This design comes from an exercise in tuning for small area on the open sky130 flow, not from production work. The RTL was checked by simulation tests, not by an equivalence proof against the original design. Power is estimated from default activity; no workload was simulated. The flow treats the clock pin as an ideal source, which a real chip does not have.

==> flow/design.v <==
module load_input_buffer #(
  parameter int IN_W       = 8,
  parameter int IMG_BITS   = 784,
  parameter int RD_W       = 1,
  parameter int DOUBLE_BUF = 1,
  localparam int WORDS     = IMG_BITS / IN_W,
  localparam int RDEPTH    = IMG_BITS / RD_W,
  localparam int RA_W      = (RDEPTH > 1) ? $clog2(RDEPTH) : 1,
  localparam int WC_W      = (WORDS > 1) ? $clog2(WORDS) : 1
) (
  input  logic            clk,
  input  logic            rst,
  input  logic            trigger,
  input  logic [IN_W-1:0] data,
  input  logic [RA_W-1:0] addr,
  output logic [RD_W-1:0] q,
  output logic            ready,
  input  logic            release_i,
  output logic            loading,
  output logic            drop,
  output logic [WC_W-1:0] wr_cnt
);
  localparam int WB = IMG_BITS - IN_W;             
  localparam logic [WC_W-1:0] LAST_CNT = WC_W'(WORDS - 1);
  logic [WB-1:0]       w_q;        
  logic [IN_W-1:0]     l_q;        
  logic [IMG_BITS-1:0] r_q;        
  logic                r_full_q;   
  logic                w_full_q;   
  logic [WC_W-1:0]     cnt_q;
  logic                drop_q;
  logic [RD_W-1:0]     q_q;
  logic wr_ok, last, rel, shift, done, to_r, to_l, ld_r;
  assign wr_ok = trigger & ~w_full_q;
  assign last  = (cnt_q == LAST_CNT);
  assign rel   = release_i & r_full_q;
  assign shift = wr_ok & ~last;
  assign done  = wr_ok & last;
  assign to_r  = done & (~r_full_q | rel);
  assign to_l  = done & r_full_q & ~rel;
  assign ld_r  = to_r | (rel & w_full_q);
  always_ff @(posedge clk) begin
    if (rst) begin
      cnt_q    <= '0;
      r_full_q <= 1'b0;
      w_full_q <= 1'b0;
      drop_q   <= 1'b0;
    end else begin
      if (done)       cnt_q <= '0;
      else if (shift) cnt_q <= cnt_q + 1'b1;
      r_full_q <= ld_r | (r_full_q & ~rel);
      w_full_q <= to_l | (w_full_q & ~rel);
      drop_q   <= trigger & w_full_q;
    end
  end
  logic p_q;
  logic [IN_W-1:0] dx;
  assign dx = data ^ {IN_W{p_q}};
  always_ff @(posedge clk) begin
    if (rst) p_q <= 1'b0;
    else     p_q <= ~p_q;
  end
  logic shift_n, to_l_n, ld_r_n;
  assign shift_n = ~shift;
  assign to_l_n  = ~to_l;
  assign ld_r_n  = ~ld_r;
  logic [WB-1:0]       w_d;
  logic [IN_W-1:0]     l_d;
  logic [IMG_BITS-1:0] r_d;
  logic [WB-1:0]       r_src;
  logic [WB-1:0]       w_src;
  assign w_src = {dx, w_q[WB-1:IN_W]};
  assign r_src = w_q;
  for (genvar i = 0; i < WB; i++) begin : g_w
    lib_oai22 u_m (.a1(shift), .a2(w_q[i]), .b1(shift_n), .b2(w_src[i]), .y(w_d[i]));
  end
  for (genvar i = 0; i < IN_W; i++) begin : g_l
    lib_oai22 u_m (.a1(to_l), .a2(l_q[i]), .b1(to_l_n), .b2(dx[i]), .y(l_d[i]));
  end
  for (genvar i = 0; i < WB; i++) begin : g_r
    lib_oai22 u_m (.a1(ld_r), .a2(r_q[i]), .b1(ld_r_n), .b2(r_src[i]), .y(r_d[i]));
  end
  logic ld_l;
  assign ld_l = rel & w_full_q;
  for (genvar i = WB; i < IMG_BITS; i++) begin : g_rt
    lib_aoi222 u_m (.a1(ld_r_n), .a2(r_q[i]), .b1(ld_l), .b2(l_q[i-WB]), .c1(to_r), .c2(dx[i-WB]), .y(r_d[i]));
  end
  always_ff @(posedge clk) begin
    w_q <= w_d;
    l_q <= l_d;
    r_q <= r_d;
  end
  localparam int NCOL = 32;
  localparam int NROW = (IMG_BITS + NCOL - 1) / NCOL;    
  logic [NCOL-1:0] col_n;
  logic [NROW-1:0] row_n, term;
  logic            valid, rd_inv;
  for (genvar c = 0; c < NCOL; c++) begin : g_col
    assign col_n[c] = ~(addr[4:0] == 5'(c));
  end
  for (genvar r = 0; r < NROW; r++) begin : g_row
    assign row_n[r] = ~(addr[RA_W-1:5] == (RA_W-5)'(r));
  end
  for (genvar r = 0; r < NROW; r++) begin : g_rd
    localparam int NB = (IMG_BITS - r*NCOL < NCOL) ? IMG_BITS - r*NCOL : NCOL;   
    if (NB == NCOL) begin : g_f
      lib_rd_row #(.N(NCOL)) u_r (.col_n(col_n), .bits(r_q[r*NCOL +: NCOL]), .row_n(row_n[r]), .y(term[r]));
    end else begin : g_h
      lib_rd_row #(.N(NB)) u_r (.col_n(col_n[NB-1:0]), .bits(r_q[r*NCOL +: NB]), .row_n(row_n[r]), .y(term[r]));
    end
  end
  assign valid  = (addr < RA_W'(RDEPTH));
  assign rd_inv = |term;
  always_ff @(posedge clk) begin
    if (rst) q_q <= '0;
    else     q_q <= valid & ~(rd_inv ^ p_q);
  end
  assign q       = q_q;
  assign ready   = r_full_q;
  assign drop    = drop_q;
  assign wr_cnt  = cnt_q;
  assign loading = (cnt_q != '0);
endmodule
module lib_oai22 (
  input  logic a1,
  input  logic a2,
  input  logic b1,
  input  logic b2,
  output logic y
);
  assign y = ~((a1 | a2) & (b1 | b2));
endmodule
module lib_rd_row #(
  parameter int N = 32
) (
  input  logic [N-1:0] col_n,
  input  logic [N-1:0] bits,
  input  logic         row_n,
  output logic         y
);
  assign y = ~row_n & |(~col_n & ~bits);
endmodule
module lib_aoi222 (
  input  logic a1,
  input  logic a2,
  input  logic b1,
  input  logic b2,
  input  logic c1,
  input  logic c2,
  output logic y
);
  assign y = ~((a1 & a2) | (b1 & b2) | (c1 & c2));
endmodule
export LEC_CHECK = 0
export CAP_MARGIN = 0
export CORE_MARGIN = 2
export CORE_UTILIZATION = 60
export CTS_BUF_LIST = sky130_fd_sc_hd__clkbuf_16
export CTS_CLUSTER_DIAMETER = 50
export CTS_CLUSTER_SIZE = 40
export SLEW_MARGIN = 0
export SYNTH_HIERARCHICAL = 1
export SYNTH_MINIMUM_KEEP_SIZE = 0
create_clock -name core_clock -period 6.0 [get_ports {clk}]
standard.sh (not shown) runs the stock make flow with config.mk's settings and CLKGATE_MAP_FILE= SYNTH_SCRIPT=/design/flow/synth_recipe.tcl, a recipe that flattens the netlist after the stock synthesis.
==> flow/flow/run.sh <==
#!/bin/bash
set -euo pipefail
export CTS_ARGS="-sink_clustering_enable -repair_clock_nets -dont_use_dummy_load -buf_list sky130_fd_sc_hd__clkbuf_16 -sink_clustering_size 40 -sink_clustering_max_diameter 50"
export BUFFER_PORTS_ARGS="-buffer_cell sky130_fd_sc_hd__buf_1"
bash standard.sh > standard.log 2>&1
Edit:
==> flow/flow/run.sh (replaced) <==
#!/bin/bash
set -euo pipefail
export CTS_ARGS='-sink_clustering_enable -repair_clock_nets -dont_use_dummy_load -buf_list {sky130_fd_sc_hd__clkbuf_8 sky130_fd_sc_hd__clkbuf_16} -root_buf sky130_fd_sc_hd__clkbuf_16 -sink_clustering_buffer sky130_fd_sc_hd__clkbuf_8 -sink_clustering_size 18 -sink_clustering_max_diameter 60'
export BUFFER_PORTS_ARGS="-buffer_cell sky130_fd_sc_hd__buf_1"
bash standard.sh > standard.log 2>&1
CTS_CLUSTER_DIAMETER = 80   (was 50)
CTS_CLUSTER_SIZE = 30   (was 40)
=> Critical path depth stays the same. Count of clock-buffer cells in the layout falls by 16. Setup slack got worse by 180 ps. Register-to-register slack hardly moves. Final cell count barely changes. Via count stays flat. Global-route usage shrinks by 0.24 points. Die area is unchanged.

## v25
// load_input_buffer: RTL as listed in full above, without the edits since
==> flow/config.mk <==
export PLATFORM = sky130hd
export DESIGN_NAME = load_input_buffer
export DESIGN_NICKNAME = load_input_buffer
export VERILOG_FILES = /design/flow/design.v
export SDC_FILE = /design/flow/constraint.sdc
export NUM_CORES = 4
export LEC_CHECK = 0
export CAP_MARGIN = 0
export CORE_MARGIN = 2
export CORE_UTILIZATION = 60
export CTS_BUF_LIST = sky130_fd_sc_hd__clkbuf_16
export CTS_CLUSTER_DIAMETER = 70
export CTS_CLUSTER_SIZE = 34
export SLEW_MARGIN = 0
export SYNTH_HIERARCHICAL = 1
export SYNTH_MINIMUM_KEEP_SIZE = 0
==> flow/constraint.sdc <==
create_clock -name core_clock -period 6.0 [get_ports {clk}]
set_input_delay 1.2000 -clock core_clock [delete_from_list [all_inputs] [get_ports {clk}]]
set_output_delay 1.2000 -clock core_clock [all_outputs]
set_load 0.01 [all_outputs]
==> flow/flow/run.sh <==
#!/bin/bash
set -euo pipefail
export CTS_ARGS="-sink_clustering_enable -repair_clock_nets -dont_use_dummy_load -buf_list sky130_fd_sc_hd__clkbuf_16 -sink_clustering_size 34 -sink_clustering_max_diameter 70"
export BUFFER_PORTS_ARGS="-buffer_cell sky130_fd_sc_hd__buf_1"
bash standard.sh > standard.log 2>&1
Edits applied to the flow inputs when going from v25 to v12:
- changing CTS_CLUSTER_SIZE from 34 to 30
- changing CTS_CLUSTER_DIAMETER from 70 to 80
==> flow/run.sh (new file) <==
#!/bin/bash
# synth_recipe.tcl (not shown) runs the flow's synth.tcl, then flattens the netlist and writes it again
# the make line also repeats each setting of config.mk as NAME=value (left out here)
make -C /OpenROAD-flow-scripts/flow DESIGN_CONFIG=/design/flow/config.mk WORK_HOME=/design/flow/orfs CLKGATE_MAP_FILE= SYNTH_SCRIPT=/design/flow/synth_recipe.tcl finish
removed: flow/flow/run.sh
removed: flow/standard.sh
==> comparison <==
v12 reached the final stage; the timing, design-rule and antenna checks on its layout passed. Relative to v25, total inserted antenna cells has increased by 4 in v12. Changes observed in v12 relative to v25: non-clock buffer instance count of the final layout saw an increase; later-pin clock latency in the skew report saw a decrease; via count saw little to no change. In v12 relative to v25, total chip power had gone up slightly.
Modified inputs, v22 compared to v12
==> flow/flow/run.sh (new file) <==
#!/bin/bash
set -euo pipefail
export CTS_ARGS="-sink_clustering_enable -repair_clock_nets -dont_use_dummy_load -buf_list sky130_fd_sc_hd__clkbuf_16 -sink_clustering_size 30 -sink_clustering_max_diameter 80"
export BUFFER_PORTS_ARGS="-buffer_cell sky130_fd_sc_hd__buf_1"
bash standard.sh > standard.log 2>&1
==> flow/standard.sh (new file) <==
#!/bin/bash
# synth_recipe.tcl (not shown) runs the flow's synth.tcl, then flattens the netlist and writes it again
# the make line also repeats each setting of config.mk as NAME=value (left out here)
make -C /OpenROAD-flow-scripts/flow DESIGN_CONFIG=/design/flow/config.mk WORK_HOME=/design/flow/orfs CLKGATE_MAP_FILE= SYNTH_SCRIPT=/design/flow/synth_recipe.tcl "${@:-finish}"
removed: flow/run.sh
Findings:
v22 was carried through to the last stage, and its layout satisfied the timing, design-rule and antenna checks.
addr[4] as the critical path launch point was reported by v22, and addr[3] by v12.
Going from v12 to v22, antenna cell count lower, sequential share of layout area now larger, final instance area has decreased.
### v22 -> v20
- setting PLACE_DENSITY to 0.8 for the first time
- changing CORE_UTILIZATION from 60 to 70
Notes after the runs:
- Per the comparison of v20 with v22, CTS buffer count down about 1.7%; sum of internal, switching and leakage power flat; well tap count down 13%; biggest fanout along the worst timing path down 4; reg2reg setup slack up 0.38 ns.
- Relative to v22, die height decreased by 7.3% in v20.
- v20 vs v22 — routed wire length climbed by a few percent

== the reference run ==
Another version of the RTL of load_input_buffer (not shown whole).
Size: roughly 3800 cells after synthesis, ~1600 flip-flops, roughly 33 I/O pins, ~46000 µm² of cells after synthesis.
clock: 6.0 ns
lec_check: 0
cap_margin: 0
core_margin: 2
core_utilization: 65
cts_buf_list: sky130_fd_sc_hd__clkbuf_16
cts_cluster_diameter: 60
cts_cluster_size: 36
slew_margin: 0
synth_hierarchical: 1
synth_minimum_keep_size: 0
run.sh (not shown) runs the stock make flow with config.mk's settings and CLKGATE_MAP_FILE= SYNTH_SCRIPT=/design/flow/synth_recipe.tcl, a recipe that flattens the netlist after the stock synthesis.
Stock flow here: none of the scripts above is used.
Input changes introduced in the trial run (baseline for comparison: the reference run):
Settings: CORE_UTILIZATION: 65 -> 60; CTS_CLUSTER_SIZE: 36 -> 30; CTS_CLUSTER_DIAMETER: 60 -> 80.
==> flow/flow/run.sh (new file) <==
#!/bin/bash
set -euo pipefail
export BUFFER_PORTS_ARGS="-buffer_cell sky130_fd_sc_hd__buf_1"
export RECOVER_POWER=100
bash standard.sh > standard.log 2>&1
==> flow/standard.sh (new file) <==
#!/bin/bash
# synth_recipe.tcl (not shown) runs the flow's synth.tcl, then flattens the netlist and writes it again
# the make line also repeats each setting of config.mk as NAME=value (left out here)
make -C /OpenROAD-flow-scripts/flow DESIGN_CONFIG=/design/flow/config.mk WORK_HOME=/design/flow/orfs CLKGATE_MAP_FILE= SYNTH_SCRIPT=/design/flow/synth_recipe.tcl "${@:-finish}"
removed: flow/run.sh
Results
The reference run has completed all stages; timing, DRC and antenna checks passed. The trial run: all stages done; final checks FAILED (capacitance limit, slew limit). Compared with the reference run, the trial run shows floorplan die width that has gone up by a few percent. Taking the reference run as the reference, in the trial run period utilization saw an increase, smallest setup slack after layout went down 0.39 ns, switching share of power now sits lower, global-route usage fell by 2.4 points. The trial run vs the reference run — number of clock buffer instances in the layout dropped by more than 10%.

==> port drivers added, routing unchanged <==
No port has a modelled driver above. Below, the same layouts with a new extraction and two added sets of constraints. Step 1 (the two cells are an assumption about what drives the block):
set clk [get_ports {clk}]
set_driving_cell -lib_cell sky130_fd_sc_hd__clkbuf_16 $clk
set_driving_cell -lib_cell sky130_fd_sc_hd__buf_2 [delete_from_list [all_inputs] $clk]
Step 2 also shifts input and output timing later by t, the mid clock arrival at the registers, as if the neighbouring blocks saw the same clock. Three values: ideal ports, drivers, drivers and shift; two values: the first two.
| run | t, ns | setup slack, ns | hold slack, ns | worst register clock-pin slew, ns |
|---|---|---|---|---|
| the first run of note 1 | 0.740 | 1.420 / 1.427 / 0.688 | 0.430 / 0.430 / 0.430 | 0.09 / 0.09 |
| the second run of note 1 | 0.701 | 1.241 / 1.250 / 0.549 | 0.447 / 0.447 / 0.447 | 0.11 / 0.11 |
| v25 | 0.745 | 1.465 / 1.485 / 0.740 | 0.430 / 0.430 / 0.430 | 0.12 / 0.12 |
| v12 | 0.738 | 1.310 / 1.290 / 0.553 | 0.419 / 0.419 / 0.419 | 0.11 / 0.11 |
| v22 | 0.734 | 1.454 / 1.468 / 0.735 | 0.424 / 0.424 / 0.424 | 0.11 / 0.11 |
| v20 | 0.737 | 1.242 / 1.175 / 0.438 | 0.445 / 0.445 / 0.445 | 0.12 / 0.12 |
| the reference run | 0.743 | 1.320 / 1.194 / 0.451 | 0.459 / 0.459 / 0.459 | 0.12 / 0.12 |
| the trial run | 0.739 | 0.930 / 0.930 / 0.268 | 0.456 / 0.456 / 0.456 | 0.11 / 0.11 |
The setup slack of the reference run, which loses most, moves by -0.126 ns with the drivers and by -0.869 ns with both steps.
